This design comes from an exercise in tuning for small area on the open sky130 flow, not from production work.
Function was checked by simulation only, so behaviour that the tests miss may differ from the original.
Power and IR drop assume default switching activity.

== alpha ==
==> flow/design.v (excerpt) <==
module fmc_pbit_rx_deser #(
  parameter int DATA_WIDTH     = 30,
  parameter int NUM_PBITS      = 1369,
  parameter int NUM_WORDS      = (NUM_PBITS + DATA_WIDTH - 1) / DATA_WIDTH,
  parameter int TIMEOUT_CYCLES = 64
) (
  input  logic                  clk,
  input  logic                  rst,
  input  logic [DATA_WIDTH-1:0] link_data,
  input  logic                  link_valid,
  input  logic                  link_sof,
  input  logic                  hold,
  output logic [NUM_PBITS-1:0]  pbits_out,
  output logic                  frame_done,
  output logic [15:0]           frame_count,
  output logic                  err_sync,
  output logic                  err_timeout,
  output logic                  err_overrun
);
  localparam int WCW = $clog2(NUM_WORDS);
  localparam int GCW = $clog2(TIMEOUT_CYCLES);
  localparam int SW  = (NUM_WORDS - 1) * DATA_WIDTH;    
  localparam int LW  = NUM_PBITS - SW;                  
  logic           collect_q, commit_q;                  
  ...
export LEC_CHECK = 0
export CAP_MARGIN = 20
export CORE_MARGIN = 2
export CORE_UTILIZATION = 40
export PLACE_DENSITY = 0.8
export SLEW_MARGIN = 20
export SYNTH_HIERARCHICAL = 1
create_clock -name core_clock -period 8.0 [get_ports {clk}]
standard.sh (not shown) runs the stock make flow with config.mk's settings and CLKGATE_MAP_FILE= SYNTH_SCRIPT=/design/flow/synth_recipe.tcl, a recipe that flattens the netlist after the stock synthesis.
==> flow/flow/run.sh <==
#!/bin/bash
# The standard ORFS layout, with two changes to how it is built:
#  - ports are buffered with the smallest buffer (buf_1) instead of the default pick;
#  - the clock tree uses clkbuf_4 with small sink clusters and no dummy loads.
# Everything else (synthesis, floorplan, power grid, placement, routing) is standard.sh as is.
set -euo pipefail
export BUFFER_PORTS_ARGS="-buffer_cell sky130_fd_sc_hd__buf_1"
export CTS_ARGS="-sink_clustering_enable -repair_clock_nets -dont_use_dummy_load -buf_list sky130_fd_sc_hd__clkbuf_4 -sink_clustering_size 10 -sink_clustering_max_diameter 40"
bash standard.sh > standard_make.log 2>&1
The following lists how beta was set up differently from alpha:
Settings: CORE_UTILIZATION removed (was 40); DIE_AREA newly set to 0 0 1000 180; CORE_MARGIN removed (was 2); CORE_AREA newly set to 2 2 998 178.
==> comparison <==
- beta vs alpha — wire length of the first global-routing pass dropped by a few percent
- From alpha to beta the numbers moved as follows: net switching component of the power roughly the same; setup slack now sits higher.
- Row area enclosed by the die boundary: beta lower / alpha higher
- Summary of beta over alpha: number of rows created at floorplan went down by 104, total power divided by cell area level.
- Going from alpha to beta, non-clock buffer count shrank slightly.
- Between beta and alpha, design area is lower for beta, alpha comes in above that.
- Fraction of power consumed by combinational cells essentially unchanged between alpha and beta.


Setup of job 2937:
Starting RTL as in the previous note.
export LEC_CHECK = 0
export CAP_MARGIN = 20
export CORE_MARGIN = 2
export CORE_UTILIZATION = 40
export SLEW_MARGIN = 20
export SYNTH_HIERARCHICAL = 1
create_clock -name core_clock -period 8.0 [get_ports {clk}]
run.sh (not shown) runs the stock make flow with config.mk's settings and CLKGATE_MAP_FILE= SYNTH_SCRIPT=/design/flow/synth_recipe.tcl, a recipe that flattens the netlist after the stock synthesis.
Stock flow here: none of the scripts above is used.
The following lists how job 2813 was set up differently from job 2937:
==> flow/flow/run.sh (new file) <==
#!/bin/bash
# The standard ORFS layout, with two changes to how it is built:
#  - ports are buffered with the smallest buffer (buf_1) instead of the default pick;
#  - the clock tree uses clkbuf_4 with small sink clusters and no dummy loads.
# Everything else (synthesis, floorplan, power grid, placement, routing) is standard.sh as is.
set -euo pipefail
export BUFFER_PORTS_ARGS="-buffer_cell sky130_fd_sc_hd__buf_1"
export CTS_ARGS="-sink_clustering_enable -repair_clock_nets -dont_use_dummy_load -buf_list sky130_fd_sc_hd__clkbuf_4 -sink_clustering_size 8 -sink_clustering_max_diameter 40"
bash standard.sh > standard_make.log 2>&1
==> flow/standard.sh (new file) <==
#!/bin/bash
# synth_recipe.tcl (not shown) runs the flow's synth.tcl, then flattens the netlist and writes it again
# the make line also repeats each setting of config.mk as NAME=value (left out here)
make -C /OpenROAD-flow-scripts/flow DESIGN_CONFIG=/design/flow/config.mk WORK_HOME=/design/flow/orfs CLKGATE_MAP_FILE= SYNTH_SCRIPT=/design/flow/synth_recipe.tcl "${@:-finish}"
-- flow/config.mk --
<<< job 2937, line 9
export CORE_MARGIN = 2
export CORE_UTILIZATION = 40
export SLEW_MARGIN = 20
export SYNTH_HIERARCHICAL = 1
>>> job 2813, line 9
export CORE_MARGIN = 2
export CORE_UTILIZATION = 40
export PLACE_DENSITY = 0.8
export SLEW_MARGIN = 20
export SYNTH_HIERARCHICAL = 1
removed: flow/run.sh
Notes after the runs:
- Job 2813 went all the way through synthesis, placement and routing and the layout is clean on timing, DRC and antenna.
- Relative to job 2937, the routed length on met2 measured on job 2813 has decreased by more than 10%.
- Of job 2937 and job 2813, the higher post-route minimum period belongs to job 2813.
- Worst setup slack was lower in job 2813 than in job 2937.
- Compared with job 2937, job 2813 degrades register-to-register slack.
- On job 2813: clock share of power is 16 points lower than what job 2937 gave.
- Delta (job 2813 minus job 2937): largest incremental delay on the critical path shrank by 0.03 ns, power density relative to cell area fell about 10%.
- Detailed placer's ending HPWL | job 2813 below job 2937
- There was hardly any difference in total of plain and repair buffers excluding clock buffers between job 2813 and job 2937.
- Area added between synthesis and finish down 18 points in job 2813 wrt job 2937
## Diff of input files: job 4274 against job 2813
-- flow/config.mk --
<<< job 2813, line 9
export CORE_MARGIN = 2
export CORE_UTILIZATION = 40
export PLACE_DENSITY = 0.8
export SLEW_MARGIN = 20
export SYNTH_HIERARCHICAL = 1
>>> job 4274, line 9
export CORE_MARGIN = 2
export CORE_UTILIZATION = 40
export SLEW_MARGIN = 20
export SYNTH_HIERARCHICAL = 1
- Delta (job 4274 minus job 2813): number of enable flip-flop cells after synthesis was more or less identical; power consumption was more or less identical.
- Via count delta (job 4274 − job 2813): favourable
- Number of antenna violations at the first check in global routing in job 4274 is 12 below job 2813.
- Delta (job 4274 minus job 2813): final wirelength picked up an extra 3.9%, growth of design area from synthesis to finish barely changed, global-route wire length before repair went up by 13000 µm.
--- input diff job 4274..job 958 ---
-- flow/config.mk --
<<< job 4274, line 7
export LEC_CHECK = 0
export CAP_MARGIN = 20
export CORE_MARGIN = 2
export CORE_UTILIZATION = 40
export SLEW_MARGIN = 20
export SYNTH_HIERARCHICAL = 1
>>> job 958, line 7
export LEC_CHECK = 0
export CAP_MARGIN = 20
export CORE_AREA = 2 2 998 178
export DIE_AREA = 0 0 1000 180
export PLACE_DENSITY = 0.8
export SLEW_MARGIN = 20
export SYNTH_HIERARCHICAL = 1
Notes after the runs:
The latest clock arrival within the worst-skew pair of job 958 falls short of that of job 4274 by 0.17 ns.
Part of the cycle the worst path needs ended up 1.1 points lower on job 958 than on job 4274.
Looking at first element of the critical path, the wcnt_q[0]$_SDFFE_PP0P_ result is from job 4274; the link_sof one comes from job 958.
Length of routed met2 wiring delta for job 958 relative to job 4274: about 13% lower
Job 958 vs job 4274 — tightest hold margin dropped 0.012 ns.
Higher share of cells above drive strength 1 among job 958 and job 4274: job 4274

-- port drivers added, routing unchanged --
The results above use ideal ports. As a check the final layouts listed here were re-extracted and re-timed, cells and wires unchanged.
Step 1 (the two cells are an assumption about what drives the block):
set clk [get_ports {clk}]
set_driving_cell -lib_cell sky130_fd_sc_hd__clkbuf_16 $clk
set_driving_cell -lib_cell sky130_fd_sc_hd__buf_2 [delete_from_list [all_inputs] $clk]
Step 2 also shifts input and output timing later by t, the mid clock arrival at the registers, as if the neighbouring blocks saw the same clock.
Three values: ideal ports, drivers, drivers and shift; two values: the first two.
run | shift t [ns] | slack for setup (ns) | worst setup path at the end
alpha | 1.419 | 3.803 / 3.803 / 2.553 | input to register
beta | 1.285 | 3.934 / 3.961 / 2.678 | input to register
job 2937 | 1.008 | 3.926 / 3.912 / 2.905 | input to register
job 2813 | 1.434 | 3.900 / 3.900 / 2.531 | input to register
job 4274 | 1.450 | 3.833 / 3.833 / 2.516 | input to register
job 958 | 1.280 | 3.919 / 3.952 / 2.673 | input to register
After both steps setup and hold are still met in every run listed. For job 2813, which loses most, drivers alone change the setup slack by 0.000 ns; drivers and shift together by -1.369 ns.
